This is an optimization exercise on Yosys and OpenROAD, whose aim is small area, not a production implementation. No functional check of the RTL was part of this run.

File: flow/flow/run.sh
#!/bin/bash
# Layout: the standard ORFS flow, with two changes to how the layout
# is built: the port buffers are the smallest buffer cell (buf_1) instead
# of the flow's default pick, and the clock tree uses no dummy loads.
set -euo pipefail
export BUFFER_PORTS_ARGS="-buffer_cell sky130_fd_sc_hd__buf_1"
export CTS_ARGS="-sink_clustering_enable -repair_clock_nets -dont_use_dummy_load -buf_list {sky130_fd_sc_hd__clkbuf_2 sky130_fd_sc_hd__clkbuf_4} -root_buf sky130_fd_sc_hd__clkbuf_4 -sink_clustering_size 30 -sink_clustering_max_diameter 100"
bash standard.sh > orfs_make.log 2>&1
File: flow/standard.sh
#!/bin/bash
# synth_recipe.tcl (not shown) runs the flow's synth.tcl, then flattens the netlist and writes it again
# the make line also repeats each setting of config.mk as NAME=value (left out here)
make -C /OpenROAD-flow-scripts/flow DESIGN_CONFIG=/design/flow/config.mk WORK_HOME=/design/flow/orfs CLKGATE_MAP_FILE= SYNTH_SCRIPT=/design/flow/synth_recipe.tcl "${@:-finish}"
File: flow/config.mk
export PLATFORM = sky130hd
export DESIGN_NAME = snes_host_top
export DESIGN_NICKNAME = snes_host_top
export VERILOG_FILES = /design/flow/design.v
export SDC_FILE = /design/flow/constraint.sdc
export NUM_CORES = 4
export LEC_CHECK = 0
export CAP_MARGIN = 20
export CORE_MARGIN = 2
export CORE_UTILIZATION = 40
export SLEW_MARGIN = 20
export SYNTH_HIERARCHICAL = 1
File: flow/constraint.sdc
create_clock -name core_clock -period 13.5 [get_ports {clk_74a}]
set_input_delay 2.7000 -clock core_clock [delete_from_list [all_inputs] [get_ports {clk_74a}]]
set_output_delay 2.7000 -clock core_clock [all_outputs]
set_load 0.01 [all_outputs]
File: flow/design.v
package snes_host_pkg;
  localparam logic [31:0] addr_rom_size         = 32'h0000_0004;
  localparam logic [31:0] addr_rom_type         = 32'h0000_0008;
  localparam logic [31:0] addr_ram_size         = 32'h0000_000C;
  localparam logic [31:0] addr_pal              = 32'h0000_0010;
  localparam logic [31:0] addr_reset            = 32'h0000_0050;
  localparam logic [31:0] addr_cpu_turbo        = 32'h0000_0080;
  localparam logic [31:0] addr_gsu_turbo        = 32'h0000_0084;
  localparam logic [31:0] addr_multitap         = 32'h0000_0100;
  localparam logic [31:0] addr_lightgun         = 32'h0000_0104;
  localparam logic [31:0] addr_aim_speed        = 32'h0000_0108;
  localparam logic [31:0] addr_deadzone         = 32'h0000_010C;
  localparam logic [31:0] addr_square_pixels    = 32'h0000_0200;
  localparam logic [31:0] addr_blend            = 32'h0000_0204;
  localparam logic [31:0] addr_color_correction = 32'h0000_0208;
  localparam int reset_pulse_cycles = 32;
  localparam int reset_cnt_w        = 6;
  localparam int stick_center       = 128;
  localparam int corr_gain_r = 234;
  localparam int corr_gain_g = 258;
  localparam int corr_gain_b = 304;
  localparam int chan_max    = 255;
  typedef struct packed {
    logic        wr;
    logic [31:0] addr;
    logic [31:0] data;
  } bridge_wr_t;
  typedef struct packed {
    logic [7:0] rom_type;
    logic [3:0] rom_size;
    logic [3:0] ram_size;
    logic       pal;
  } cart_info_t;
  typedef struct packed {
    logic       cpu_turbo;
    logic       gsu_turbo;
    logic       multitap;
    logic       lightgun;
    logic       lightgun_type;
    logic       mouse;
    logic       blend;
    logic [7:0] aim_speed;
  } core_settings_t;
  typedef struct packed {
    logic       square_pixels;
    logic [7:0] color_correction;
  } video_settings_t;
  typedef struct packed {
    logic [15:0] keys;
    logic [7:0]  stick_x;
    logic [7:0]  stick_y;
  } pad_state_t;
  typedef struct packed {
    logic [7:0] r;
    logic [7:0] g;
    logic [7:0] b;
  } pixel_t;
  typedef struct packed {
    logic [8:0]  pad_hi;
    logic        tall_frame_n;
    logic        square_pixels;
    logic [12:0] pad_lo;
  } ctrl_word_t;
  typedef logic [23:0] video_word_u;
  typedef struct packed {
    logic        vs;
    logic        hs;
    logic        de;
    logic        tall_frame;
    video_word_u rgb;
  } video_in_t;
  typedef struct packed {
    logic        vs;
    logic        hs;
    logic        de;
    video_word_u word;
  } video_out_t;
endpackage
import snes_host_pkg::*;
module bridge_settings
(
  input  logic            clk_74a,
  input  logic            pll_core_locked,
  input  snes_host_pkg::bridge_wr_t      bridge_in,
  output snes_host_pkg::cart_info_t      cart_info,
  output snes_host_pkg::core_settings_t  core_settings,
  output snes_host_pkg::video_settings_t video_settings,
  output logic [7:0]      deadzone,
  output logic            core_reset
);
  logic [reset_cnt_w-1:0] reset_cnt;
  logic                   reset_hit;
  logic       wr_base;
  logic [3:0] a_hi;
  logic [3:0] a_lo;
  logic       hi0, hi1, hi2, hi4, hi8;
  logic       lo0, lo1, lo2, lo3, lo4;
  assign wr_base = bridge_in.wr && (bridge_in.addr[31:10] == '0) &&
                   (bridge_in.addr[1:0] == '0);
  assign a_hi = bridge_in.addr[9:6];
  assign a_lo = bridge_in.addr[5:2];
  assign hi0  = wr_base && (a_hi == 4'h0);
  assign hi1  = wr_base && (a_hi == 4'h1);
  assign hi2  = wr_base && (a_hi == 4'h2);
  assign hi4  = wr_base && (a_hi == 4'h4);
  assign hi8  = wr_base && (a_hi == 4'h8);
  assign lo0  = (a_lo == 4'h0);
  assign lo1  = (a_lo == 4'h1);
  assign lo2  = (a_lo == 4'h2);
  assign lo3  = (a_lo == 4'h3);
  assign lo4  = (a_lo == 4'h4);
  assign reset_hit = hi1 && lo4;    
  always_ff @(posedge clk_74a or negedge pll_core_locked) begin
    if (!pll_core_locked) begin
      cart_info      <= '0;
      core_settings  <= '0;
      video_settings <= '0;
      deadzone       <= '0;
    end else begin
      if (hi0 && lo1) cart_info.rom_size <= bridge_in.data[3:0];         
      if (hi0 && lo2) cart_info.rom_type <= bridge_in.data[7:0];         
      if (hi0 && lo3) cart_info.ram_size <= bridge_in.data[3:0];         
      if (hi0 && lo4) cart_info.pal <= bridge_in.data[0];                
      if (hi2 && lo0) core_settings.cpu_turbo <= bridge_in.data[0];      
      if (hi2 && lo1) core_settings.gsu_turbo <= bridge_in.data[0];      
      if (hi4 && lo0) core_settings.multitap <= bridge_in.data[0];       
      if (hi4 && lo1) begin                                              
        core_settings.lightgun      <= bridge_in.data[0];
        core_settings.lightgun_type <= bridge_in.data[1];
        core_settings.mouse         <= bridge_in.data[2];
      end
      if (hi4 && lo2) core_settings.aim_speed <= bridge_in.data[7:0];    
      if (hi4 && lo3) deadzone <= bridge_in.data[7:0];                   
      if (hi8 && lo0) video_settings.square_pixels <= bridge_in.data[0]; 
      if (hi8 && lo1) core_settings.blend <= bridge_in.data[0];          
      if (hi8 && lo2) video_settings.color_correction <= bridge_in.data[7:0];  
    end
  end
  always_ff @(posedge clk_74a or negedge pll_core_locked) begin
    if (!pll_core_locked) begin
      reset_cnt <= '0;
    end else if (reset_hit) begin
      reset_cnt <= reset_cnt_w'(reset_pulse_cycles);
    end else if (reset_cnt != '0) begin
      reset_cnt <= reset_cnt - 1'b1;
    end
  end
  assign core_reset = (reset_cnt != '0);
endmodule
import snes_host_pkg::*;
module stick_deadzone
(
  input  logic        clk_74a,
  input  logic        pll_core_locked,
  input  logic [15:0] cont1_key,
  input  logic [31:0] cont1_joy,
  input  logic [7:0]  deadzone,
  output snes_host_pkg::pad_state_t  pad_state
);
  logic [7:0] joy_x;
  logic [7:0] joy_y;
  logic [6:0] fx;
  logic [6:0] fy;
  logic       outside;
  assign joy_x = cont1_joy[7:0];
  assign joy_y = cont1_joy[15:8];
  assign fx = joy_x[6:0] ^ {7{~joy_x[7]}};
  assign fy = joy_y[6:0] ^ {7{~joy_y[7]}};
  logic dz_s1;
  logic dz_c2;
  logic dz_c4;
  logic dz_s5;
  logic dz_c6;
  logic dz_c8;
  logic dz_s9;
  logic dz_c10;
  logic dz_c12;
  logic dz_s13;
  logic dz_c14;
  logic dz_c16;
  logic dz_s17;
  logic dz_c18;
  logic dz_c20;
  logic dz_s21;
  logic dz_c22;
  logic dz_c24;
  logic dz_s25;
  logic dz_c26;
  logic dz_c28;
  logic dz_c30;
  fa_cell u_dz_s1 (.a(fx[0]), .b(fy[0]), .ci((~joy_x[7])), .s(dz_s1), .co(dz_c2));
  assign dz_c4 = ((~joy_y[7]) & (~deadzone[0])) | (dz_s1 & ((~joy_y[7]) | (~deadzone[0])));
  fa_cell u_dz_s5 (.a(fx[1]), .b(fy[1]), .ci((~deadzone[1])), .s(dz_s5), .co(dz_c6));
  assign dz_c8 = (dz_c2 & dz_c4) | (dz_s5 & (dz_c2 | dz_c4));
  fa_cell u_dz_s9 (.a(fx[2]), .b(fy[2]), .ci((~deadzone[2])), .s(dz_s9), .co(dz_c10));
  assign dz_c12 = (dz_c6 & dz_c8) | (dz_s9 & (dz_c6 | dz_c8));
  fa_cell u_dz_s13 (.a(fx[3]), .b(fy[3]), .ci((~deadzone[3])), .s(dz_s13), .co(dz_c14));
  assign dz_c16 = (dz_c10 & dz_c12) | (dz_s13 & (dz_c10 | dz_c12));
  fa_cell u_dz_s17 (.a(fx[4]), .b(fy[4]), .ci((~deadzone[4])), .s(dz_s17), .co(dz_c18));
  assign dz_c20 = (dz_c14 & dz_c16) | (dz_s17 & (dz_c14 | dz_c16));
  fa_cell u_dz_s21 (.a(fx[5]), .b(fy[5]), .ci((~deadzone[5])), .s(dz_s21), .co(dz_c22));
  assign dz_c24 = (dz_c18 & dz_c20) | (dz_s21 & (dz_c18 | dz_c20));
  fa_cell u_dz_s25 (.a(fx[6]), .b(fy[6]), .ci((~deadzone[6])), .s(dz_s25), .co(dz_c26));
  assign dz_c28 = (dz_c22 & dz_c24) | (dz_s25 & (dz_c22 | dz_c24));
  assign dz_c30 = ((~deadzone[7]) & dz_c26) | (dz_c28 & ((~deadzone[7]) | dz_c26));
  assign outside = dz_c30;
  always_ff @(posedge clk_74a or negedge pll_core_locked) begin
    if (!pll_core_locked) begin
      pad_state.keys    <= '0;
      pad_state.stick_x <= 8'(stick_center);
      pad_state.stick_y <= 8'(stick_center);
    end else begin
      pad_state.keys    <= cont1_key;
      pad_state.stick_x <= outside ? joy_x : 8'(stick_center);
      pad_state.stick_y <= outside ? joy_y : 8'(stick_center);
    end
  end
endmodule
import snes_host_pkg::*;
module video_color_out
(
  input  logic            clk_74a,
  input  logic            pll_core_locked,
  input  snes_host_pkg::video_in_t       video_in,
  input  snes_host_pkg::video_settings_t video_settings,
  output snes_host_pkg::video_out_t      video_out
);
  logic        tall_latched;
  logic        de_q;
  logic        hs_q;
  logic        vs_q;
  logic [23:0] word_q;
  logic [7:0]  k;
  logic [7:0]  cr, cg, cb;
  logic [7:0]  out_r, out_g, out_b;
  assign k  = video_settings.color_correction;
  assign cr = video_in.rgb[23:16];
  assign cg = video_in.rgb[15:8];
  assign cb = video_in.rgb[7:0];
  logic [4:0] e_r;
  always_comb begin
    case (cr)
      8'd0: e_r = 5'd0;
      8'd1: e_r = 5'd1;
      8'd2: e_r = 5'd1;
      8'd3: e_r = 5'd1;
      8'd4: e_r = 5'd1;
      8'd5: e_r = 5'd1;
      8'd6: e_r = 5'd1;
      8'd7: e_r = 5'd1;
      8'd8: e_r = 5'd1;
      8'd9: e_r = 5'd1;
      8'd10: e_r = 5'd1;
      8'd11: e_r = 5'd1;
      8'd12: e_r = 5'd2;
      8'd13: e_r = 5'd2;
      8'd14: e_r = 5'd2;
      8'd15: e_r = 5'd2;
      8'd16: e_r = 5'd2;
      8'd17: e_r = 5'd2;
      8'd18: e_r = 5'd2;
      8'd19: e_r = 5'd2;
      8'd20: e_r = 5'd2;
      8'd21: e_r = 5'd2;
      8'd22: e_r = 5'd2;
      8'd23: e_r = 5'd2;
      8'd24: e_r = 5'd3;
      8'd25: e_r = 5'd3;
      8'd26: e_r = 5'd3;
      8'd27: e_r = 5'd3;
      8'd28: e_r = 5'd3;
      8'd29: e_r = 5'd3;
      8'd30: e_r = 5'd3;
      8'd31: e_r = 5'd3;
      8'd32: e_r = 5'd3;
      8'd33: e_r = 5'd3;
      8'd34: e_r = 5'd3;
      8'd35: e_r = 5'd4;
      8'd36: e_r = 5'd4;
      8'd37: e_r = 5'd4;
      8'd38: e_r = 5'd4;
      8'd39: e_r = 5'd4;
      8'd40: e_r = 5'd4;
      8'd41: e_r = 5'd4;
      8'd42: e_r = 5'd4;
      8'd43: e_r = 5'd4;
      8'd44: e_r = 5'd4;
      8'd45: e_r = 5'd4;
      8'd46: e_r = 5'd4;
      8'd47: e_r = 5'd5;
      8'd48: e_r = 5'd5;
      8'd49: e_r = 5'd5;
      8'd50: e_r = 5'd5;
      8'd51: e_r = 5'd5;
      8'd52: e_r = 5'd5;
      8'd53: e_r = 5'd5;
      8'd54: e_r = 5'd5;
      8'd55: e_r = 5'd5;
      8'd56: e_r = 5'd5;
      8'd57: e_r = 5'd5;
      8'd58: e_r = 5'd5;
      8'd59: e_r = 5'd6;
      8'd60: e_r = 5'd6;
      8'd61: e_r = 5'd6;
      8'd62: e_r = 5'd6;
      8'd63: e_r = 5'd6;
      8'd64: e_r = 5'd6;
      8'd65: e_r = 5'd6;
      8'd66: e_r = 5'd6;
      8'd67: e_r = 5'd6;
      8'd68: e_r = 5'd6;
      8'd69: e_r = 5'd6;
      8'd70: e_r = 5'd7;
      8'd71: e_r = 5'd7;
      8'd72: e_r = 5'd7;
      8'd73: e_r = 5'd7;
      8'd74: e_r = 5'd7;
      8'd75: e_r = 5'd7;
      8'd76: e_r = 5'd7;
      8'd77: e_r = 5'd7;
      8'd78: e_r = 5'd7;
      8'd79: e_r = 5'd7;
      8'd80: e_r = 5'd7;
      8'd81: e_r = 5'd7;
      8'd82: e_r = 5'd8;
      8'd83: e_r = 5'd8;
      8'd84: e_r = 5'd8;
      8'd85: e_r = 5'd8;
      8'd86: e_r = 5'd8;
      8'd87: e_r = 5'd8;
      8'd88: e_r = 5'd8;
      8'd89: e_r = 5'd8;
      8'd90: e_r = 5'd8;
      8'd91: e_r = 5'd8;
      8'd92: e_r = 5'd8;
      8'd93: e_r = 5'd8;
      8'd94: e_r = 5'd9;
      8'd95: e_r = 5'd9;
      8'd96: e_r = 5'd9;
      8'd97: e_r = 5'd9;
      8'd98: e_r = 5'd9;
      8'd99: e_r = 5'd9;
      8'd100: e_r = 5'd9;
      8'd101: e_r = 5'd9;
      8'd102: e_r = 5'd9;
      8'd103: e_r = 5'd9;
      8'd104: e_r = 5'd9;
      8'd105: e_r = 5'd10;
      8'd106: e_r = 5'd10;
      8'd107: e_r = 5'd10;
      8'd108: e_r = 5'd10;
      8'd109: e_r = 5'd10;
      8'd110: e_r = 5'd10;
      8'd111: e_r = 5'd10;
      8'd112: e_r = 5'd10;
      8'd113: e_r = 5'd10;
      8'd114: e_r = 5'd10;
      8'd115: e_r = 5'd10;
      8'd116: e_r = 5'd10;
      8'd117: e_r = 5'd11;
      8'd118: e_r = 5'd11;
      8'd119: e_r = 5'd11;
      8'd120: e_r = 5'd11;
      8'd121: e_r = 5'd11;
      8'd122: e_r = 5'd11;
      8'd123: e_r = 5'd11;
      8'd124: e_r = 5'd11;
      8'd125: e_r = 5'd11;
      8'd126: e_r = 5'd11;
      8'd127: e_r = 5'd11;
      8'd128: e_r = 5'd11;
      8'd129: e_r = 5'd12;
      8'd130: e_r = 5'd12;
      8'd131: e_r = 5'd12;
      8'd132: e_r = 5'd12;
      8'd133: e_r = 5'd12;
      8'd134: e_r = 5'd12;
      8'd135: e_r = 5'd12;
      8'd136: e_r = 5'd12;
      8'd137: e_r = 5'd12;
      8'd138: e_r = 5'd12;
      8'd139: e_r = 5'd12;
      8'd140: e_r = 5'd13;
      8'd141: e_r = 5'd13;
      8'd142: e_r = 5'd13;
      8'd143: e_r = 5'd13;
      8'd144: e_r = 5'd13;
      8'd145: e_r = 5'd13;
      8'd146: e_r = 5'd13;
      8'd147: e_r = 5'd13;
      8'd148: e_r = 5'd13;
      8'd149: e_r = 5'd13;
      8'd150: e_r = 5'd13;
      8'd151: e_r = 5'd13;
      8'd152: e_r = 5'd14;
      8'd153: e_r = 5'd14;
      8'd154: e_r = 5'd14;
      8'd155: e_r = 5'd14;
      8'd156: e_r = 5'd14;
      8'd157: e_r = 5'd14;
      8'd158: e_r = 5'd14;
      8'd159: e_r = 5'd14;
      8'd160: e_r = 5'd14;
      8'd161: e_r = 5'd14;
      8'd162: e_r = 5'd14;
      8'd163: e_r = 5'd15;
      8'd164: e_r = 5'd15;
      8'd165: e_r = 5'd15;
      8'd166: e_r = 5'd15;
      8'd167: e_r = 5'd15;
      8'd168: e_r = 5'd15;
      8'd169: e_r = 5'd15;
      8'd170: e_r = 5'd15;
      8'd171: e_r = 5'd15;
      8'd172: e_r = 5'd15;
      8'd173: e_r = 5'd15;
      8'd174: e_r = 5'd15;
      8'd175: e_r = 5'd16;
      8'd176: e_r = 5'd16;
      8'd177: e_r = 5'd16;
      8'd178: e_r = 5'd16;
      8'd179: e_r = 5'd16;
      8'd180: e_r = 5'd16;
      8'd181: e_r = 5'd16;
      8'd182: e_r = 5'd16;
      8'd183: e_r = 5'd16;
      8'd184: e_r = 5'd16;
      8'd185: e_r = 5'd16;
      8'd186: e_r = 5'd16;
      8'd187: e_r = 5'd17;
      8'd188: e_r = 5'd17;
      8'd189: e_r = 5'd17;
      8'd190: e_r = 5'd17;
      8'd191: e_r = 5'd17;
      8'd192: e_r = 5'd17;
      8'd193: e_r = 5'd17;
      8'd194: e_r = 5'd17;
      8'd195: e_r = 5'd17;
      8'd196: e_r = 5'd17;
      8'd197: e_r = 5'd17;
      8'd198: e_r = 5'd18;
      8'd199: e_r = 5'd18;
      8'd200: e_r = 5'd18;
      8'd201: e_r = 5'd18;
      8'd202: e_r = 5'd18;
      8'd203: e_r = 5'd18;
      8'd204: e_r = 5'd18;
      8'd205: e_r = 5'd18;
      8'd206: e_r = 5'd18;
      8'd207: e_r = 5'd18;
      8'd208: e_r = 5'd18;
      8'd209: e_r = 5'd18;
      8'd210: e_r = 5'd19;
      8'd211: e_r = 5'd19;
      8'd212: e_r = 5'd19;
      8'd213: e_r = 5'd19;
      8'd214: e_r = 5'd19;
      8'd215: e_r = 5'd19;
      8'd216: e_r = 5'd19;
      8'd217: e_r = 5'd19;
      8'd218: e_r = 5'd19;
      8'd219: e_r = 5'd19;
      8'd220: e_r = 5'd19;
      8'd221: e_r = 5'd19;
      8'd222: e_r = 5'd20;
      8'd223: e_r = 5'd20;
      8'd224: e_r = 5'd20;
      8'd225: e_r = 5'd20;
      8'd226: e_r = 5'd20;
      8'd227: e_r = 5'd20;
      8'd228: e_r = 5'd20;
      8'd229: e_r = 5'd20;
      8'd230: e_r = 5'd20;
      8'd231: e_r = 5'd20;
      8'd232: e_r = 5'd20;
      8'd233: e_r = 5'd21;
      8'd234: e_r = 5'd21;
      8'd235: e_r = 5'd21;
      8'd236: e_r = 5'd21;
      8'd237: e_r = 5'd21;
      8'd238: e_r = 5'd21;
      8'd239: e_r = 5'd21;
      8'd240: e_r = 5'd21;
      8'd241: e_r = 5'd21;
      8'd242: e_r = 5'd21;
      8'd243: e_r = 5'd21;
      8'd244: e_r = 5'd21;
      8'd245: e_r = 5'd22;
      8'd246: e_r = 5'd22;
      8'd247: e_r = 5'd22;
      8'd248: e_r = 5'd22;
      8'd249: e_r = 5'd22;
      8'd250: e_r = 5'd22;
      8'd251: e_r = 5'd22;
      8'd252: e_r = 5'd22;
      8'd253: e_r = 5'd22;
      8'd254: e_r = 5'd22;
      8'd255: e_r = 5'd22;
      default: e_r = '0;
    endcase
  end
  logic [5:0] d_b;
  always_comb begin
    case (cb)
      8'd0: d_b = 6'd0;
      8'd1: d_b = 6'd0;
      8'd2: d_b = 6'd0;
      8'd3: d_b = 6'd0;
      8'd4: d_b = 6'd0;
      8'd5: d_b = 6'd0;
      8'd6: d_b = 6'd1;
      8'd7: d_b = 6'd1;
      8'd8: d_b = 6'd1;
      8'd9: d_b = 6'd1;
      8'd10: d_b = 6'd1;
      8'd11: d_b = 6'd2;
      8'd12: d_b = 6'd2;
      8'd13: d_b = 6'd2;
      8'd14: d_b = 6'd2;
      8'd15: d_b = 6'd2;
      8'd16: d_b = 6'd3;
      8'd17: d_b = 6'd3;
      8'd18: d_b = 6'd3;
      8'd19: d_b = 6'd3;
      8'd20: d_b = 6'd3;
      8'd21: d_b = 6'd3;
      8'd22: d_b = 6'd4;
      8'd23: d_b = 6'd4;
      8'd24: d_b = 6'd4;
      8'd25: d_b = 6'd4;
      8'd26: d_b = 6'd4;
      8'd27: d_b = 6'd5;
      8'd28: d_b = 6'd5;
      8'd29: d_b = 6'd5;
      8'd30: d_b = 6'd5;
      8'd31: d_b = 6'd5;
      8'd32: d_b = 6'd6;
      8'd33: d_b = 6'd6;
      8'd34: d_b = 6'd6;
      8'd35: d_b = 6'd6;
      8'd36: d_b = 6'd6;
      8'd37: d_b = 6'd6;
      8'd38: d_b = 6'd7;
      8'd39: d_b = 6'd7;
      8'd40: d_b = 6'd7;
      8'd41: d_b = 6'd7;
      8'd42: d_b = 6'd7;
      8'd43: d_b = 6'd8;
      8'd44: d_b = 6'd8;
      8'd45: d_b = 6'd8;
      8'd46: d_b = 6'd8;
      8'd47: d_b = 6'd8;
      8'd48: d_b = 6'd9;
      8'd49: d_b = 6'd9;
      8'd50: d_b = 6'd9;
      8'd51: d_b = 6'd9;
      8'd52: d_b = 6'd9;
      8'd53: d_b = 6'd9;
      8'd54: d_b = 6'd10;
      8'd55: d_b = 6'd10;
      8'd56: d_b = 6'd10;
      8'd57: d_b = 6'd10;
      8'd58: d_b = 6'd10;
      8'd59: d_b = 6'd11;
      8'd60: d_b = 6'd11;
      8'd61: d_b = 6'd11;
      8'd62: d_b = 6'd11;
      8'd63: d_b = 6'd11;
      8'd64: d_b = 6'd12;
      8'd65: d_b = 6'd12;
      8'd66: d_b = 6'd12;
      8'd67: d_b = 6'd12;
      8'd68: d_b = 6'd12;
      8'd69: d_b = 6'd12;
      8'd70: d_b = 6'd13;
      8'd71: d_b = 6'd13;
      8'd72: d_b = 6'd13;
      8'd73: d_b = 6'd13;
      8'd74: d_b = 6'd13;
      8'd75: d_b = 6'd14;
      8'd76: d_b = 6'd14;
      8'd77: d_b = 6'd14;
      8'd78: d_b = 6'd14;
      8'd79: d_b = 6'd14;
      8'd80: d_b = 6'd15;
      8'd81: d_b = 6'd15;
      8'd82: d_b = 6'd15;
      8'd83: d_b = 6'd15;
      8'd84: d_b = 6'd15;
      8'd85: d_b = 6'd15;
      8'd86: d_b = 6'd16;
      8'd87: d_b = 6'd16;
      8'd88: d_b = 6'd16;
      8'd89: d_b = 6'd16;
      8'd90: d_b = 6'd16;
      8'd91: d_b = 6'd17;
      8'd92: d_b = 6'd17;
      8'd93: d_b = 6'd17;
      8'd94: d_b = 6'd17;
      8'd95: d_b = 6'd17;
      8'd96: d_b = 6'd18;
      8'd97: d_b = 6'd18;
      8'd98: d_b = 6'd18;
      8'd99: d_b = 6'd18;
      8'd100: d_b = 6'd18;
      8'd101: d_b = 6'd18;
      8'd102: d_b = 6'd19;
      8'd103: d_b = 6'd19;
      8'd104: d_b = 6'd19;
      8'd105: d_b = 6'd19;
      8'd106: d_b = 6'd19;
      8'd107: d_b = 6'd20;
      8'd108: d_b = 6'd20;
      8'd109: d_b = 6'd20;
      8'd110: d_b = 6'd20;
      8'd111: d_b = 6'd20;
      8'd112: d_b = 6'd21;
      8'd113: d_b = 6'd21;
      8'd114: d_b = 6'd21;
      8'd115: d_b = 6'd21;
      8'd116: d_b = 6'd21;
      8'd117: d_b = 6'd21;
      8'd118: d_b = 6'd22;
      8'd119: d_b = 6'd22;
      8'd120: d_b = 6'd22;
      8'd121: d_b = 6'd22;
      8'd122: d_b = 6'd22;
      8'd123: d_b = 6'd23;
      8'd124: d_b = 6'd23;
      8'd125: d_b = 6'd23;
      8'd126: d_b = 6'd23;
      8'd127: d_b = 6'd23;
      8'd128: d_b = 6'd24;
      8'd129: d_b = 6'd24;
      8'd130: d_b = 6'd24;
      8'd131: d_b = 6'd24;
      8'd132: d_b = 6'd24;
      8'd133: d_b = 6'd24;
      8'd134: d_b = 6'd25;
      8'd135: d_b = 6'd25;
      8'd136: d_b = 6'd25;
      8'd137: d_b = 6'd25;
      8'd138: d_b = 6'd25;
      8'd139: d_b = 6'd26;
      8'd140: d_b = 6'd26;
      8'd141: d_b = 6'd26;
      8'd142: d_b = 6'd26;
      8'd143: d_b = 6'd26;
      8'd144: d_b = 6'd27;
      8'd145: d_b = 6'd27;
      8'd146: d_b = 6'd27;
      8'd147: d_b = 6'd27;
      8'd148: d_b = 6'd27;
      8'd149: d_b = 6'd27;
      8'd150: d_b = 6'd28;
      8'd151: d_b = 6'd28;
      8'd152: d_b = 6'd28;
      8'd153: d_b = 6'd28;
      8'd154: d_b = 6'd28;
      8'd155: d_b = 6'd29;
      8'd156: d_b = 6'd29;
      8'd157: d_b = 6'd29;
      8'd158: d_b = 6'd29;
      8'd159: d_b = 6'd29;
      8'd160: d_b = 6'd30;
      8'd161: d_b = 6'd30;
      8'd162: d_b = 6'd30;
      8'd163: d_b = 6'd30;
      8'd164: d_b = 6'd30;
      8'd165: d_b = 6'd30;
      8'd166: d_b = 6'd31;
      8'd167: d_b = 6'd31;
      8'd168: d_b = 6'd31;
      8'd169: d_b = 6'd31;
      8'd170: d_b = 6'd31;
      8'd171: d_b = 6'd32;
      8'd172: d_b = 6'd32;
      8'd173: d_b = 6'd32;
      8'd174: d_b = 6'd32;
      8'd175: d_b = 6'd32;
      8'd176: d_b = 6'd33;
      8'd177: d_b = 6'd33;
      8'd178: d_b = 6'd33;
      8'd179: d_b = 6'd33;
      8'd180: d_b = 6'd33;
      8'd181: d_b = 6'd33;
      8'd182: d_b = 6'd34;
      8'd183: d_b = 6'd34;
      8'd184: d_b = 6'd34;
      8'd185: d_b = 6'd34;
      8'd186: d_b = 6'd34;
      8'd187: d_b = 6'd35;
      8'd188: d_b = 6'd35;
      8'd189: d_b = 6'd35;
      8'd190: d_b = 6'd35;
      8'd191: d_b = 6'd35;
      8'd192: d_b = 6'd36;
      8'd193: d_b = 6'd36;
      8'd194: d_b = 6'd36;
      8'd195: d_b = 6'd36;
      8'd196: d_b = 6'd36;
      8'd197: d_b = 6'd36;
      8'd198: d_b = 6'd37;
      8'd199: d_b = 6'd37;
      8'd200: d_b = 6'd37;
      8'd201: d_b = 6'd37;
      8'd202: d_b = 6'd37;
      8'd203: d_b = 6'd38;
      8'd204: d_b = 6'd38;
      8'd205: d_b = 6'd38;
      8'd206: d_b = 6'd38;
      8'd207: d_b = 6'd38;
      8'd208: d_b = 6'd39;
      8'd209: d_b = 6'd39;
      8'd210: d_b = 6'd39;
      8'd211: d_b = 6'd39;
      8'd212: d_b = 6'd39;
      8'd213: d_b = 6'd39;
      8'd214: d_b = 6'd40;
      8'd215: d_b = 6'd40;
      8'd216: d_b = 6'd40;
      8'd217: d_b = 6'd40;
      8'd218: d_b = 6'd40;
      8'd219: d_b = 6'd41;
      8'd220: d_b = 6'd41;
      8'd221: d_b = 6'd41;
      8'd222: d_b = 6'd41;
      8'd223: d_b = 6'd41;
      8'd224: d_b = 6'd42;
      8'd225: d_b = 6'd42;
      8'd226: d_b = 6'd42;
      8'd227: d_b = 6'd42;
      8'd228: d_b = 6'd42;
      8'd229: d_b = 6'd42;
      8'd230: d_b = 6'd43;
      8'd231: d_b = 6'd43;
      8'd232: d_b = 6'd43;
      8'd233: d_b = 6'd43;
      8'd234: d_b = 6'd43;
      8'd235: d_b = 6'd44;
      8'd236: d_b = 6'd44;
      8'd237: d_b = 6'd44;
      8'd238: d_b = 6'd44;
      8'd239: d_b = 6'd44;
      8'd240: d_b = 6'd45;
      8'd241: d_b = 6'd45;
      8'd242: d_b = 6'd45;
      8'd243: d_b = 6'd45;
      8'd244: d_b = 6'd45;
      8'd245: d_b = 6'd45;
      8'd246: d_b = 6'd46;
      8'd247: d_b = 6'd46;
      8'd248: d_b = 6'd46;
      8'd249: d_b = 6'd46;
      8'd250: d_b = 6'd46;
      8'd251: d_b = 6'd47;
      8'd252: d_b = 6'd47;
      8'd253: d_b = 6'd47;
      8'd254: d_b = 6'd47;
      8'd255: d_b = 6'd47;
      default: d_b = '0;
    endcase
  end
  logic ar_s96;
  logic ar_c97;
  logic ar_s98;
  logic ar_c99;
  logic ar_s100;
  logic ar_c107;
  logic ar_c113;
  logic ar_c121;
  logic ar_c131;
  logic ar_c143;
  logic ar_s190;
  logic ar_s221;
  logic ar_s224;
  logic ar_c2;
  logic ar_s3;
  logic ar_c4;
  logic ar_c6;
  logic ar_s7;
  logic ar_c8;
  logic ar_s9;
  logic ar_c10;
  logic ar_c12;
  logic ar_s13;
  logic ar_c14;
  logic ar_s15;
  logic ar_c16;
  logic ar_s17;
  logic ar_c18;
  logic ar_c20;
  logic ar_s21;
  logic ar_c22;
  logic ar_s23;
  logic ar_c24;
  logic ar_s25;
  logic ar_c26;
  logic ar_s27;
  logic ar_c28;
  logic ar_c30;
  logic ar_s31;
  logic ar_c32;
  logic ar_s33;
  logic ar_c34;
  logic ar_s35;
  logic ar_c36;
  logic ar_s37;
  logic ar_c38;
  logic ar_s39;
  logic ar_c40;
  logic ar_s42;
  logic ar_c43;
  logic ar_s44;
  logic ar_c45;
  logic ar_s46;
  logic ar_c47;
  logic ar_s48;
  logic ar_c49;
  logic ar_s50;
  logic ar_c51;
  logic ar_c53;
  logic ar_s54;
  logic ar_c55;
  logic ar_s56;
  logic ar_c57;
  logic ar_s58;
  logic ar_c59;
  logic ar_s60;
  logic ar_c61;
  logic ar_s62;
  logic ar_c63;
  logic ar_c65;
  logic ar_s66;
  logic ar_c67;
  logic ar_s68;
  logic ar_c69;
  logic ar_s70;
  logic ar_c71;
  logic ar_s72;
  logic ar_c73;
  logic ar_s74;
  logic ar_c75;
  logic ar_s76;
  logic ar_c77;
  logic ar_s78;
  logic ar_c79;
  logic ar_s80;
  logic ar_c81;
  logic ar_s82;
  logic ar_c83;
  logic ar_s84;
  logic ar_c85;
  logic ar_s86;
  logic ar_c87;
  logic ar_s88;
  logic ar_c89;
  logic ar_s90;
  logic ar_c91;
  logic ar_s92;
  logic ar_c93;
  logic ar_s94;
  logic ar_c95;
  logic ar_c103;
  logic ar_s104;
  logic ar_c105;
  logic ar_s108;
  logic ar_c109;
  logic ar_s110;
  logic ar_c111;
  logic ar_s114;
  logic ar_c115;
  logic ar_s116;
  logic ar_c117;
  logic ar_s118;
  logic ar_c119;
  logic ar_s122;
  logic ar_c123;
  logic ar_s124;
  logic ar_c125;
  logic ar_s126;
  logic ar_c127;
  logic ar_s128;
  logic ar_c129;
  logic ar_s132;
  logic ar_c133;
  logic ar_s134;
  logic ar_c135;
  logic ar_s136;
  logic ar_c137;
  logic ar_s138;
  logic ar_c139;
  logic ar_s140;
  logic ar_c141;
  logic ar_s144;
  logic ar_c145;
  logic ar_s146;
  logic ar_c147;
  logic ar_s148;
  logic ar_c149;
  logic ar_s150;
  logic ar_c151;
  logic ar_s152;
  logic ar_c153;
  logic ar_c155;
  logic ar_s156;
  logic ar_c157;
  logic ar_s158;
  logic ar_c159;
  logic ar_s160;
  logic ar_c161;
  logic ar_s162;
  logic ar_c163;
  logic ar_s164;
  logic ar_c165;
  logic ar_c167;
  logic ar_s168;
  logic ar_c169;
  logic ar_s170;
  logic ar_c171;
  logic ar_s172;
  logic ar_c173;
  logic ar_s174;
  logic ar_c175;
  logic ar_s176;
  logic ar_c177;
  logic ar_s178;
  logic ar_c179;
  logic ar_s180;
  logic ar_c181;
  logic ar_s182;
  logic ar_c183;
  logic ar_s184;
  logic ar_c185;
  logic ar_s186;
  logic ar_c187;
  logic ar_s188;
  logic ar_c189;
  logic ar_s191;
  logic ar_c192;
  logic ar_s193;
  logic ar_c194;
  logic ar_s195;
  logic ar_c196;
  logic ar_s197;
  logic ar_c198;
  logic ar_s199;
  logic ar_c200;
  logic ar_s201;
  logic ar_c202;
  logic ar_s203;
  logic ar_c204;
  logic ar_s205;
  logic ar_c206;
  logic ar_s207;
  logic ar_c208;
  logic ar_s209;
  logic ar_c210;
  logic ar_s211;
  logic ar_c212;
  logic ar_s213;
  logic ar_c214;
  logic ar_s215;
  logic ar_c216;
  logic ar_s217;
  logic ar_c218;
  logic ar_s219;
  logic ar_c220;
  logic ar_s222;
  logic ar_c223;
  logic ar_s225;
  assign ar_s96 = ~(cr[5] ^ ar_c95);
  assign ar_c97 = cr[5] | ar_c95;
  assign ar_s98 = ~(cr[6] ^ ar_c97);
  assign ar_c99 = cr[6] | ar_c97;
  assign ar_s100 = ~(cr[7] ^ ar_c99);
  assign ar_c107 = ar_c103 | ar_s104;
  assign ar_c113 = ar_c107 | ar_s110;
  assign ar_c121 = ar_c113 | ar_s118;
  assign ar_c131 = ar_c121 | ar_s128;
  assign ar_c143 = ar_c131 | ar_s140;
  assign ar_s190 = ~ar_s188;
  assign ar_s221 = ~ar_s219;
  assign ar_s224 = ~ar_s222;
  assign ar_c2 = (~cr[0]) & (~(e_r[0] & k[0]));
  fa_cell u_ar_s3 (.a((~cr[1])), .b((~(e_r[0] & k[1]))), .ci((~(e_r[1] & k[0]))), .s(ar_s3), .co(ar_c4));
  assign ar_c6 = ar_c2 & ar_s3;
  fa_cell u_ar_s7 (.a((~cr[2])), .b((~(e_r[0] & k[2]))), .ci((~(e_r[1] & k[1]))), .s(ar_s7), .co(ar_c8));
  fa_cell u_ar_s9 (.a((~(e_r[2] & k[0]))), .b(ar_c4), .ci(ar_s7), .s(ar_s9), .co(ar_c10));
  assign ar_c12 = ar_c6 & ar_s9;
  fa_cell u_ar_s13 (.a((~cr[3])), .b((~(e_r[0] & k[3]))), .ci((~(e_r[1] & k[2]))), .s(ar_s13), .co(ar_c14));
  fa_cell u_ar_s15 (.a((~(e_r[2] & k[1]))), .b((~(e_r[3] & k[0]))), .ci(ar_c8), .s(ar_s15), .co(ar_c16));
  fa_cell u_ar_s17 (.a(ar_s13), .b(ar_c10), .ci(ar_s15), .s(ar_s17), .co(ar_c18));
  assign ar_c20 = ar_c12 & ar_s17;
  fa_cell u_ar_s21 (.a((~cr[4])), .b((~(e_r[0] & k[4]))), .ci((~(e_r[1] & k[3]))), .s(ar_s21), .co(ar_c22));
  fa_cell u_ar_s23 (.a((~(e_r[2] & k[2]))), .b((~(e_r[3] & k[1]))), .ci((~(e_r[4] & k[0]))), .s(ar_s23), .co(ar_c24));
  fa_cell u_ar_s25 (.a(ar_c14), .b(ar_s21), .ci(ar_s23), .s(ar_s25), .co(ar_c26));
  fa_cell u_ar_s27 (.a(ar_c16), .b(ar_s25), .ci(ar_c18), .s(ar_s27), .co(ar_c28));
  assign ar_c30 = ar_c20 & ar_s27;
  fa_cell u_ar_s31 (.a((~cr[5])), .b((~(e_r[0] & k[5]))), .ci((~(e_r[1] & k[4]))), .s(ar_s31), .co(ar_c32));
  fa_cell u_ar_s33 (.a((~(e_r[2] & k[3]))), .b((~(e_r[3] & k[2]))), .ci((~(e_r[4] & k[1]))), .s(ar_s33), .co(ar_c34));
  fa_cell u_ar_s35 (.a(ar_c22), .b(ar_c24), .ci(ar_s31), .s(ar_s35), .co(ar_c36));
  fa_cell u_ar_s37 (.a(ar_s33), .b(ar_c26), .ci(ar_s35), .s(ar_s37), .co(ar_c38));
  fa_cell u_ar_s39 (.a(ar_s37), .b(ar_c28), .ci(ar_c30), .s(ar_s39), .co(ar_c40));
  fa_cell u_ar_s42 (.a((~cr[6])), .b((~(e_r[0] & k[6]))), .ci((~(e_r[1] & k[5]))), .s(ar_s42), .co(ar_c43));
  fa_cell u_ar_s44 (.a((~(e_r[2] & k[4]))), .b((~(e_r[3] & k[3]))), .ci((~(e_r[4] & k[2]))), .s(ar_s44), .co(ar_c45));
  fa_cell u_ar_s46 (.a(ar_c32), .b(ar_c34), .ci(ar_s42), .s(ar_s46), .co(ar_c47));
  fa_cell u_ar_s48 (.a(ar_s44), .b(ar_c36), .ci(ar_s46), .s(ar_s48), .co(ar_c49));
  fa_cell u_ar_s50 (.a(ar_c38), .b(ar_s48), .ci(ar_c40), .s(ar_s50), .co(ar_c51));
  assign ar_c53 = ar_s39 & ar_s50;
  fa_cell u_ar_s54 (.a((~cr[7])), .b((~(e_r[0] & k[7]))), .ci((~(e_r[1] & k[6]))), .s(ar_s54), .co(ar_c55));
  fa_cell u_ar_s56 (.a((~(e_r[2] & k[5]))), .b((~(e_r[3] & k[4]))), .ci((~(e_r[4] & k[3]))), .s(ar_s56), .co(ar_c57));
  fa_cell u_ar_s58 (.a(ar_c43), .b(ar_c45), .ci(ar_s54), .s(ar_s58), .co(ar_c59));
  fa_cell u_ar_s60 (.a(ar_s56), .b(ar_c47), .ci(ar_s58), .s(ar_s60), .co(ar_c61));
  fa_cell u_ar_s62 (.a(ar_c49), .b(ar_s60), .ci(ar_c51), .s(ar_s62), .co(ar_c63));
  assign ar_c65 = ar_c53 & ar_s62;
  fa_cell u_ar_s66 (.a(cr[0]), .b((~(e_r[1] & k[7]))), .ci((~(e_r[2] & k[6]))), .s(ar_s66), .co(ar_c67));
  fa_cell u_ar_s68 (.a((~(e_r[3] & k[5]))), .b((~(e_r[4] & k[4]))), .ci(ar_c55), .s(ar_s68), .co(ar_c69));
  fa_cell u_ar_s70 (.a(ar_c57), .b(ar_s66), .ci(ar_c59), .s(ar_s70), .co(ar_c71));
  fa_cell u_ar_s72 (.a(ar_s68), .b(ar_c61), .ci(ar_s70), .s(ar_s72), .co(ar_c73));
  fa_cell u_ar_s74 (.a(ar_s72), .b(ar_c63), .ci(ar_c65), .s(ar_s74), .co(ar_c75));
  fa_cell u_ar_s76 (.a(cr[1]), .b((~(e_r[2] & k[7]))), .ci((~(e_r[3] & k[6]))), .s(ar_s76), .co(ar_c77));
  fa_cell u_ar_s78 (.a((~(e_r[4] & k[5]))), .b(ar_c67), .ci(ar_s76), .s(ar_s78), .co(ar_c79));
  fa_cell u_ar_s80 (.a(ar_c69), .b(ar_s78), .ci(ar_c71), .s(ar_s80), .co(ar_c81));
  fa_cell u_ar_s82 (.a(ar_s80), .b(ar_c73), .ci(ar_c75), .s(ar_s82), .co(ar_c83));
  fa_cell u_ar_s84 (.a(cr[2]), .b((~(e_r[3] & k[7]))), .ci((~(e_r[4] & k[6]))), .s(ar_s84), .co(ar_c85));
  fa_cell u_ar_s86 (.a(ar_c77), .b(ar_s84), .ci(ar_c79), .s(ar_s86), .co(ar_c87));
  fa_cell u_ar_s88 (.a(ar_s86), .b(ar_c81), .ci(ar_c83), .s(ar_s88), .co(ar_c89));
  fa_cell u_ar_s90 (.a(cr[3]), .b((~(e_r[4] & k[7]))), .ci(ar_c85), .s(ar_s90), .co(ar_c91));
  fa_cell u_ar_s92 (.a(ar_s90), .b(ar_c87), .ci(ar_c89), .s(ar_s92), .co(ar_c93));
  fa_cell u_ar_s94 (.a(cr[4]), .b(ar_c91), .ci(ar_c93), .s(ar_s94), .co(ar_c95));
  assign ar_c103 = cb[0] & (~(d_b[0] & k[0]));
  fa_cell u_ar_s104 (.a(cb[1]), .b((~(d_b[0] & k[1]))), .ci((~(d_b[1] & k[0]))), .s(ar_s104), .co(ar_c105));
  fa_cell u_ar_s108 (.a(cb[2]), .b((~(d_b[0] & k[2]))), .ci((~(d_b[1] & k[1]))), .s(ar_s108), .co(ar_c109));
  fa_cell u_ar_s110 (.a((~(d_b[2] & k[0]))), .b(ar_c105), .ci(ar_s108), .s(ar_s110), .co(ar_c111));
  fa_cell u_ar_s114 (.a(cb[3]), .b((~(d_b[0] & k[3]))), .ci((~(d_b[1] & k[2]))), .s(ar_s114), .co(ar_c115));
  fa_cell u_ar_s116 (.a((~(d_b[2] & k[1]))), .b((~(d_b[3] & k[0]))), .ci(ar_c109), .s(ar_s116), .co(ar_c117));
  fa_cell u_ar_s118 (.a(ar_s114), .b(ar_c111), .ci(ar_s116), .s(ar_s118), .co(ar_c119));
  fa_cell u_ar_s122 (.a(cb[4]), .b((~(d_b[0] & k[4]))), .ci((~(d_b[1] & k[3]))), .s(ar_s122), .co(ar_c123));
  fa_cell u_ar_s124 (.a((~(d_b[2] & k[2]))), .b((~(d_b[3] & k[1]))), .ci((~(d_b[4] & k[0]))), .s(ar_s124), .co(ar_c125));
  fa_cell u_ar_s126 (.a(ar_c115), .b(ar_s122), .ci(ar_s124), .s(ar_s126), .co(ar_c127));
  fa_cell u_ar_s128 (.a(ar_c117), .b(ar_s126), .ci(ar_c119), .s(ar_s128), .co(ar_c129));
  fa_cell u_ar_s132 (.a(cb[5]), .b((~(d_b[0] & k[5]))), .ci((~(d_b[1] & k[4]))), .s(ar_s132), .co(ar_c133));
  fa_cell u_ar_s134 (.a((~(d_b[2] & k[3]))), .b((~(d_b[3] & k[2]))), .ci((~(d_b[4] & k[1]))), .s(ar_s134), .co(ar_c135));
  fa_cell u_ar_s136 (.a((~(d_b[5] & k[0]))), .b(ar_c123), .ci(ar_c125), .s(ar_s136), .co(ar_c137));
  fa_cell u_ar_s138 (.a(ar_s132), .b(ar_s134), .ci(ar_c127), .s(ar_s138), .co(ar_c139));
  fa_cell u_ar_s140 (.a(ar_s136), .b(ar_s138), .ci(ar_c129), .s(ar_s140), .co(ar_c141));
  fa_cell u_ar_s144 (.a(cb[6]), .b((~(d_b[0] & k[6]))), .ci((~(d_b[1] & k[5]))), .s(ar_s144), .co(ar_c145));
  fa_cell u_ar_s146 (.a((~(d_b[2] & k[4]))), .b((~(d_b[3] & k[3]))), .ci((~(d_b[4] & k[2]))), .s(ar_s146), .co(ar_c147));
  fa_cell u_ar_s148 (.a((~(d_b[5] & k[1]))), .b(ar_c133), .ci(ar_c135), .s(ar_s148), .co(ar_c149));
  fa_cell u_ar_s150 (.a(ar_s144), .b(ar_s146), .ci(ar_c137), .s(ar_s150), .co(ar_c151));
  fa_cell u_ar_s152 (.a(ar_s148), .b(ar_c139), .ci(ar_s150), .s(ar_s152), .co(ar_c153));
  assign ar_c155 = (ar_s152 & ar_c141) | (ar_c143 & (ar_s152 | ar_c141));
  fa_cell u_ar_s156 (.a(cb[7]), .b((~(d_b[0] & k[7]))), .ci((~(d_b[1] & k[6]))), .s(ar_s156), .co(ar_c157));
  fa_cell u_ar_s158 (.a((~(d_b[2] & k[5]))), .b((~(d_b[3] & k[4]))), .ci((~(d_b[4] & k[3]))), .s(ar_s158), .co(ar_c159));
  fa_cell u_ar_s160 (.a((~(d_b[5] & k[2]))), .b(ar_c145), .ci(ar_c147), .s(ar_s160), .co(ar_c161));
  fa_cell u_ar_s162 (.a(ar_s156), .b(ar_s158), .ci(ar_c149), .s(ar_s162), .co(ar_c163));
  fa_cell u_ar_s164 (.a(ar_s160), .b(ar_c151), .ci(ar_s162), .s(ar_s164), .co(ar_c165));
  assign ar_c167 = (ar_c153 & ar_s164) | (ar_c155 & (ar_c153 | ar_s164));
  fa_cell u_ar_s168 (.a((~cb[0])), .b((~(d_b[1] & k[7]))), .ci((~(d_b[2] & k[6]))), .s(ar_s168), .co(ar_c169));
  fa_cell u_ar_s170 (.a((~(d_b[3] & k[5]))), .b((~(d_b[4] & k[4]))), .ci((~(d_b[5] & k[3]))), .s(ar_s170), .co(ar_c171));
  fa_cell u_ar_s172 (.a(ar_c157), .b(ar_c159), .ci(ar_s168), .s(ar_s172), .co(ar_c173));
  fa_cell u_ar_s174 (.a(ar_s170), .b(ar_c161), .ci(ar_s172), .s(ar_s174), .co(ar_c175));
  fa_cell u_ar_s176 (.a(ar_c163), .b(ar_s174), .ci(ar_c165), .s(ar_s176), .co(ar_c177));
  ha_cell u_ar_s178 (.a(ar_c167), .b(ar_s176), .s(ar_s178), .co(ar_c179));
  fa_cell u_ar_s180 (.a((~cb[1])), .b((~(d_b[2] & k[7]))), .ci((~(d_b[3] & k[6]))), .s(ar_s180), .co(ar_c181));
  fa_cell u_ar_s182 (.a((~(d_b[4] & k[5]))), .b((~(d_b[5] & k[4]))), .ci(ar_c169), .s(ar_s182), .co(ar_c183));
  fa_cell u_ar_s184 (.a(ar_c171), .b(ar_s180), .ci(ar_c173), .s(ar_s184), .co(ar_c185));
  fa_cell u_ar_s186 (.a(ar_s182), .b(ar_c175), .ci(ar_s184), .s(ar_s186), .co(ar_c187));
  fa_cell u_ar_s188 (.a(ar_s186), .b(ar_c177), .ci(ar_c179), .s(ar_s188), .co(ar_c189));
  fa_cell u_ar_s191 (.a((~cb[2])), .b((~(d_b[3] & k[7]))), .ci((~(d_b[4] & k[6]))), .s(ar_s191), .co(ar_c192));
  fa_cell u_ar_s193 (.a((~(d_b[5] & k[5]))), .b(ar_c181), .ci(ar_s191), .s(ar_s193), .co(ar_c194));
  fa_cell u_ar_s195 (.a(ar_c183), .b(ar_s193), .ci(ar_c185), .s(ar_s195), .co(ar_c196));
  fa_cell u_ar_s197 (.a(ar_s195), .b(ar_c187), .ci(ar_c189), .s(ar_s197), .co(ar_c198));
  ha_cell u_ar_s199 (.a(ar_s188), .b(ar_s197), .s(ar_s199), .co(ar_c200));
  fa_cell u_ar_s201 (.a((~cb[3])), .b((~(d_b[4] & k[7]))), .ci((~(d_b[5] & k[6]))), .s(ar_s201), .co(ar_c202));
  fa_cell u_ar_s203 (.a(ar_c192), .b(ar_s201), .ci(ar_c194), .s(ar_s203), .co(ar_c204));
  fa_cell u_ar_s205 (.a(ar_s203), .b(ar_c196), .ci(ar_c198), .s(ar_s205), .co(ar_c206));
  ha_cell u_ar_s207 (.a(ar_c200), .b(ar_s205), .s(ar_s207), .co(ar_c208));
  fa_cell u_ar_s209 (.a((~cb[4])), .b((~(d_b[5] & k[7]))), .ci(ar_c202), .s(ar_s209), .co(ar_c210));
  fa_cell u_ar_s211 (.a(ar_s209), .b(ar_c204), .ci(ar_c206), .s(ar_s211), .co(ar_c212));
  ha_cell u_ar_s213 (.a(ar_c208), .b(ar_s211), .s(ar_s213), .co(ar_c214));
  fa_cell u_ar_s215 (.a((~cb[5])), .b(ar_c210), .ci(ar_c212), .s(ar_s215), .co(ar_c216));
  ha_cell u_ar_s217 (.a(ar_c214), .b(ar_s215), .s(ar_s217), .co(ar_c218));
  fa_cell u_ar_s219 (.a((~cb[6])), .b(ar_c216), .ci(ar_c218), .s(ar_s219), .co(ar_c220));
  fa_cell u_ar_s222 (.a((~cb[7])), .b(ar_c220), .ci(ar_s219), .s(ar_s222), .co(ar_c223));
  assign ar_s225 = ar_c223 ^ ar_s222;
  assign out_r = {ar_s100, ar_s98, ar_s96, ar_s94, ar_s92, ar_s88, ar_s82, ar_s74};
  assign out_b = {~(ar_s224 & ar_s225), ~(ar_s221 & ar_s225), ~(ar_s217 & ar_s225), ~(ar_s213 & ar_s225), ~(ar_s207 & ar_s225), ~(ar_s199 & ar_s225), ~(ar_s190 & ar_s225), ~(ar_s178 & ar_s225)};
  assign out_g = cg - {7'd0, (cg > (k & {8{cg[7]}}))};
  always_ff @(posedge clk_74a or negedge pll_core_locked) begin
    if (!pll_core_locked) begin
      tall_latched <= 1'b0;
      de_q         <= 1'b0;
      hs_q         <= 1'b0;
      vs_q         <= 1'b0;
    end else begin
      de_q <= video_in.de;
      hs_q <= video_in.hs;
      vs_q <= video_in.vs;
      if (video_in.vs && !vs_q) begin
        tall_latched <= video_in.tall_frame;
      end
    end
  end
  always_ff @(posedge clk_74a) begin
    if (video_in.de) begin
      word_q <= {out_r, out_g, out_b};
    end else if (de_q) begin
      word_q <= {9'd0, ~tall_latched, video_settings.square_pixels, 13'd0};
    end
  end
  assign video_out = {vs_q, hs_q, de_q, word_q};
endmodule
module fa_cell
(
  input  logic a,
  input  logic b,
  input  logic ci,
  output logic s,
  output logic co
);
  assign s  = a ^ b ^ ci;
  assign co = (a & b) | (ci & (a ^ b));
endmodule
module ha_cell
(
  input  logic a,
  input  logic b,
  output logic s,
  output logic co
);
  assign s  = a ^ b;
  assign co = a & b;
endmodule
import snes_host_pkg::*;
module snes_host_top
(
  input  logic           clk_74a,
  input  logic           pll_core_locked,
  input  logic [64:0]    bridge_in,
  input  logic [15:0]    cont1_key,
  input  logic [31:0]    cont1_joy,
  input  logic [27:0]    video_in,
  output logic [16:0]    cart_info,
  output logic [14:0]    core_settings,
  output logic           core_reset,
  output logic [31:0]    pad_state,
  output logic [26:0]    video_out
);
  snes_host_pkg::video_settings_t video_settings;
  logic [7:0]      deadzone;
  snes_host_pkg::bridge_wr_t      bridge_s;
  snes_host_pkg::video_in_t       video_in_s;
  snes_host_pkg::cart_info_t      cart_info_s;
  snes_host_pkg::core_settings_t  core_settings_s;
  snes_host_pkg::pad_state_t      pad_state_s;
  snes_host_pkg::video_out_t      video_out_s;
  assign bridge_s      = bridge_in;
  assign video_in_s    = video_in;
  assign cart_info     = cart_info_s;
  assign core_settings = core_settings_s;
  assign pad_state     = pad_state_s;
  assign video_out     = video_out_s;
  bridge_settings u_bridge_settings (
    .clk_74a        (clk_74a),
    .pll_core_locked(pll_core_locked),
    .bridge_in      (bridge_s),
    .cart_info      (cart_info_s),
    .core_settings  (core_settings_s),
    .video_settings (video_settings),
    .deadzone       (deadzone),
    .core_reset     (core_reset)
  );
  stick_deadzone u_stick_deadzone (
    .clk_74a        (clk_74a),
    .pll_core_locked(pll_core_locked),
    .cont1_key      (cont1_key),
    .cont1_joy      (cont1_joy),
    .deadzone       (deadzone),
    .pad_state      (pad_state_s)
  );
  video_color_out u_video_color_out (
    .clk_74a        (clk_74a),
    .pll_core_locked(pll_core_locked),
    .video_in       (video_in_s),
    .video_settings (video_settings),
    .video_out      (video_out_s)
  );
endmodule
==> impl_metrics.json <==
{
  "grtUsageTotal": 0.1918,
  "critPathKind": "input port to register",
  "hold_viol": 0,
  "core_area_um2": 20230,
  "hp-class": "register to register",
  "ys_seq_area_frac": 0.3642,
  "holdPathStages": 1,
  "rrSetupSlack_ns": 5.44,
  "p_per_area_nw_per_um2": 75.16,
  "antenna_left": 0,
  "cts.sinks": 115,
  "num-fill-cells": 1904,
  "fin_area_um2": 9274,
  "synth_top_area_frac": 0.2704,
  "setup_viol": 0,
  "synth_cells": 706,
  "finalCritPeriodShare": 0.8048,
  "startpoint": "video_in[1]",
  "cp_num_buf_inv": 3,
  "crit_fanout": 8,
  "skew_ns": 0.04024,
  "synth_edf_count": 24,
  "setup.worst_path.end_class": "register",
  "clk_latency_ns": 0.51,
  "cts_tree": "done",
  "critPathSlowestCell": "xnor2_1",
  "hold_buffers": 0,
  "yosys-top-cells-area": "dfrtp_1, fa_1, edfxtp_1",
  "drc": 0,
  "grt_pass1_vias": 6253,
  "place.gp.congestion": 0.7950,
  "synth_top_cell_by_area": "dfrtp_1",
  "clkTransAtPathRegs_ns": 0.11,
  "viasPerCell": 5.188,
  "fmax_mhz": 92.04,
  "layout.nets": 1145,
  "critPathArrivalTime_ns": 11.13,
  "core.rowCount": 52,
  "min-delay-start": "u_bridge_settings.video_settings[8]",
  "avgRoutedWirePerCell_um": 17.37,
  "post-dp-hpwl_um": 15540,
  "die_h_um": 147.5,
  "mappedNetlistArea_um2": 8238,
  "final_cell_mix": "buf_1, nand2_1, fa_1",
  "r2r_cells": 24,
  "cap_viol_max_count": 0,
  "grt_pass1_wl_um": 32600,
  "ys_types": 62,
  "h-tree-depth": 4,
  "final_common_cell": "buf_1",
  "multi_input_area_um2": 4932,
  "cts_setup_buffers": 0,
  "holdWs_ns": 0.5088,
  "ys_ff_latch": 115,
  "ys_warn_count": 9,
  "io_pins": 235,
  "async_reset_ff_frac": 0.7913,
  "drt_iter0_markers": 213,
  "cts_resized": 0,
  "placed_area_um2": 9125,
  "crit_family": "adder cells",
  "synth_area_per_cell_um2": 11.67,
  "post-route-min-period_ns": 10.87,
  "seqCellArea_um2": 3000,
  "drive_gt1_frac": 0.1195,
  "slew_viol_final": 0,
  "rr_startpoint": "u_bridge_settings.video_settings[2]",
  "drt_pass1_iterations": 4,
  "p_leak_nw": 3.439,
  "ctsRootBufferMaster": "clkbuf_4",
  "ir_drop_mv": 0.06537,
  "die_area_um2": 21760,
  "status": "no timing/DRC/antenna violations",
  "die_x_um": 147.5,
  "slew_headroom": 0.3874,
  "syn2layout_area_growth_pct": 12.58,
  "overflow": 0,
  "worst_slew_pin_slew_ns": 0.9187,
  "synthesis.nets": 962,
  "route.vias.total": 6013,
  "crit_top_cell": "fa_1",
  "cts_buffers": 17,
  "synth_ff_type": "dfrtp_1",
  "worstSetupPathDepth": 29,
  "initial_utilization": 0.4071,
  "critical_path_required_ns": 13.76,
  "max_stage_delay_ns": 0.73,
  "cp-start-kind": "input port",
  "drt_wl_total_um": 20130,
  "grt_max_degree": 63,
  "fin_tns_setup_ns": 0,
  "rsz0062_at_grt": "false",
  "r2r-end": "u_video_color_out.word_q[4]",
  "endpoint": "u_video_color_out.word_q[4]",
  "power_mw": 0.6970,
  "numPortBuffers": 194,
  "cts_max_path_buffers": 2,
  "antenna_found_initial": 2
}
sequential cells by signal, indices dropped and copies added (netlist names):
name                              flops
u_stick_deadzone.pad_state           32
u_bridge_settings.deadzone            8
u_bridge_settings.core_settings      15
u_video_color_out.de_q                1
u_video_color_out.tall_latched        1
u_video_color_out.word_q             24
u_bridge_settings.cart_info          17
u_video_color_out.vs_q                1
u_bridge_settings.video_settings      9
u_video_color_out.hs_q                1
u_bridge_settings.reset_cnt           6
worst min path at each step:
stage | slack, ns | endpoint
2_1_floorplan | 0.48 | u_video_color_out.tall_latched
3_3_place_gp | 0.49 | u_bridge_settings.core_settings[1]
3_5_place_dp | 0.50 | u_bridge_settings.core_settings[12]
4_1_cts | 0.52 | u_bridge_settings.deadzone[1]
5_1_grt | 0.53 | u_bridge_settings.deadzone[5]
6_report | 0.51 | u_bridge_settings.video_settings[8]
cells by family (layout without fill, tap and decap cells):
family	count (synthesis)	count (layout)	synth area share
other cells	0	2	0
buf+inv	63	244	0.03767
simple gates	243	243	0.1548
fa+ha+maj	114	114	0.2585
flops	115	115	0.3642
mux	55	55	0.07442
xor+xnor	26	26	0.02764
compound gates	90	90	0.08278
synthesized netlist by cell type, drive strengths merged (2+ instances only):
cell	count
o22ai	4
or2	3
nand2	124
nand3b	7
a32oi	2
or3	3
mux2i	5
nor4	23
nand2b	8
nor2b	12
and3	3
a211oi	3
nand3	5
ha	19
a21oi	30
dfrtp	89
xor2	4
a2111oi	2
a21boi	7
nand4	5
mux2	50
o21ai	16
clkbuf	13
nor3	5
buf	20
dfstp	2
a22oi	2
xnor2	22
fa	94
o21a	4
o31ai	3
inv	30
nor2	28
edfxtp	24
a21o	4
and2	12
a22o	4
report_power, final:
part | internal, mW | switching (mW) | total [mW]
logic | 0.0522 | 0.0982 | 0.150
registers | 0.373 | 0.00487 | 0.377
clock network | 0.0576 | 0.112 | 0.169
total | 0.482 | 0.215 | 0.697
per-layer routing:
| metal | vias up | track usage | share of wire |
|---|---|---|---|
| li1 | 2764 | - | - |
| met1 | 3044 | 0.2445 | 0.42 |
| met4 | 0 | 0.05337 | 0.011 |
| met3 | 16 | 0.04074 | 0.055 |
| met2 | 189 | 0.3321 | 0.51 |
| met5 | - | 0 | 0 |
area by class of cell:
class | count | area share
multi-input combinational | 528 | 0.5318
tap | 270 | 0.03643
clock buffer | 17 | 0.01376
inverter | 30 | 0.01214
timing repair buffer | 197 | 0.08176
antenna | 2 | 0.0005397
sequential | 115 | 0.3235
metrics by stage:
stage,utilization,setup WS (ns),instances
after floorplan,-,2.957,706
after global placement,0.4510,2.131,1139
after detailed placement,0.4510,2.118,1139
after CTS,0.4573,2.648,1156
after global routing,0.4583,2.085,1159
final,0.4583,2.635,1159
per-module statistics from Yosys (local to each module, per instance), excerpt:
module           flops+latches  cells inside
stick_deadzone              32           108
video_color_out             28           329
bridge_settings             55           170
ha_cell                      0             1
fa_cell                      0             1

separate check: timing with driven ports:
No port has a modelled driver above. Below, the same layout with a new extraction and two added sets of constraints. Step 1 sets driving cells, clkbuf_16 on the clock port and buf_2 on the other inputs (assumed; they add their load-dependent delay and slew). Step 2 times the ports against the registers' clock, not the clock port: input delays grow and output delays shrink by t, the midpoint of the rising clock arrivals with the driver on. Slacks: no drivers / after step 1 / after step 2; pairs: no drivers / after step 1.
t (ns): 0.524
setup slack, ns: 2.635 / 2.643 / 2.119
hold WS [ns]: 0.509 / 0.509 / 0.509
latest minus earliest clock arrival (ns): 0.040 / 0.041
worst data-port slew with drivers (ns): 0.09
After both steps this run still meets setup and hold. The setup slack of this run moves by +0.008 ns with the drivers and by -0.516 ns with both steps.
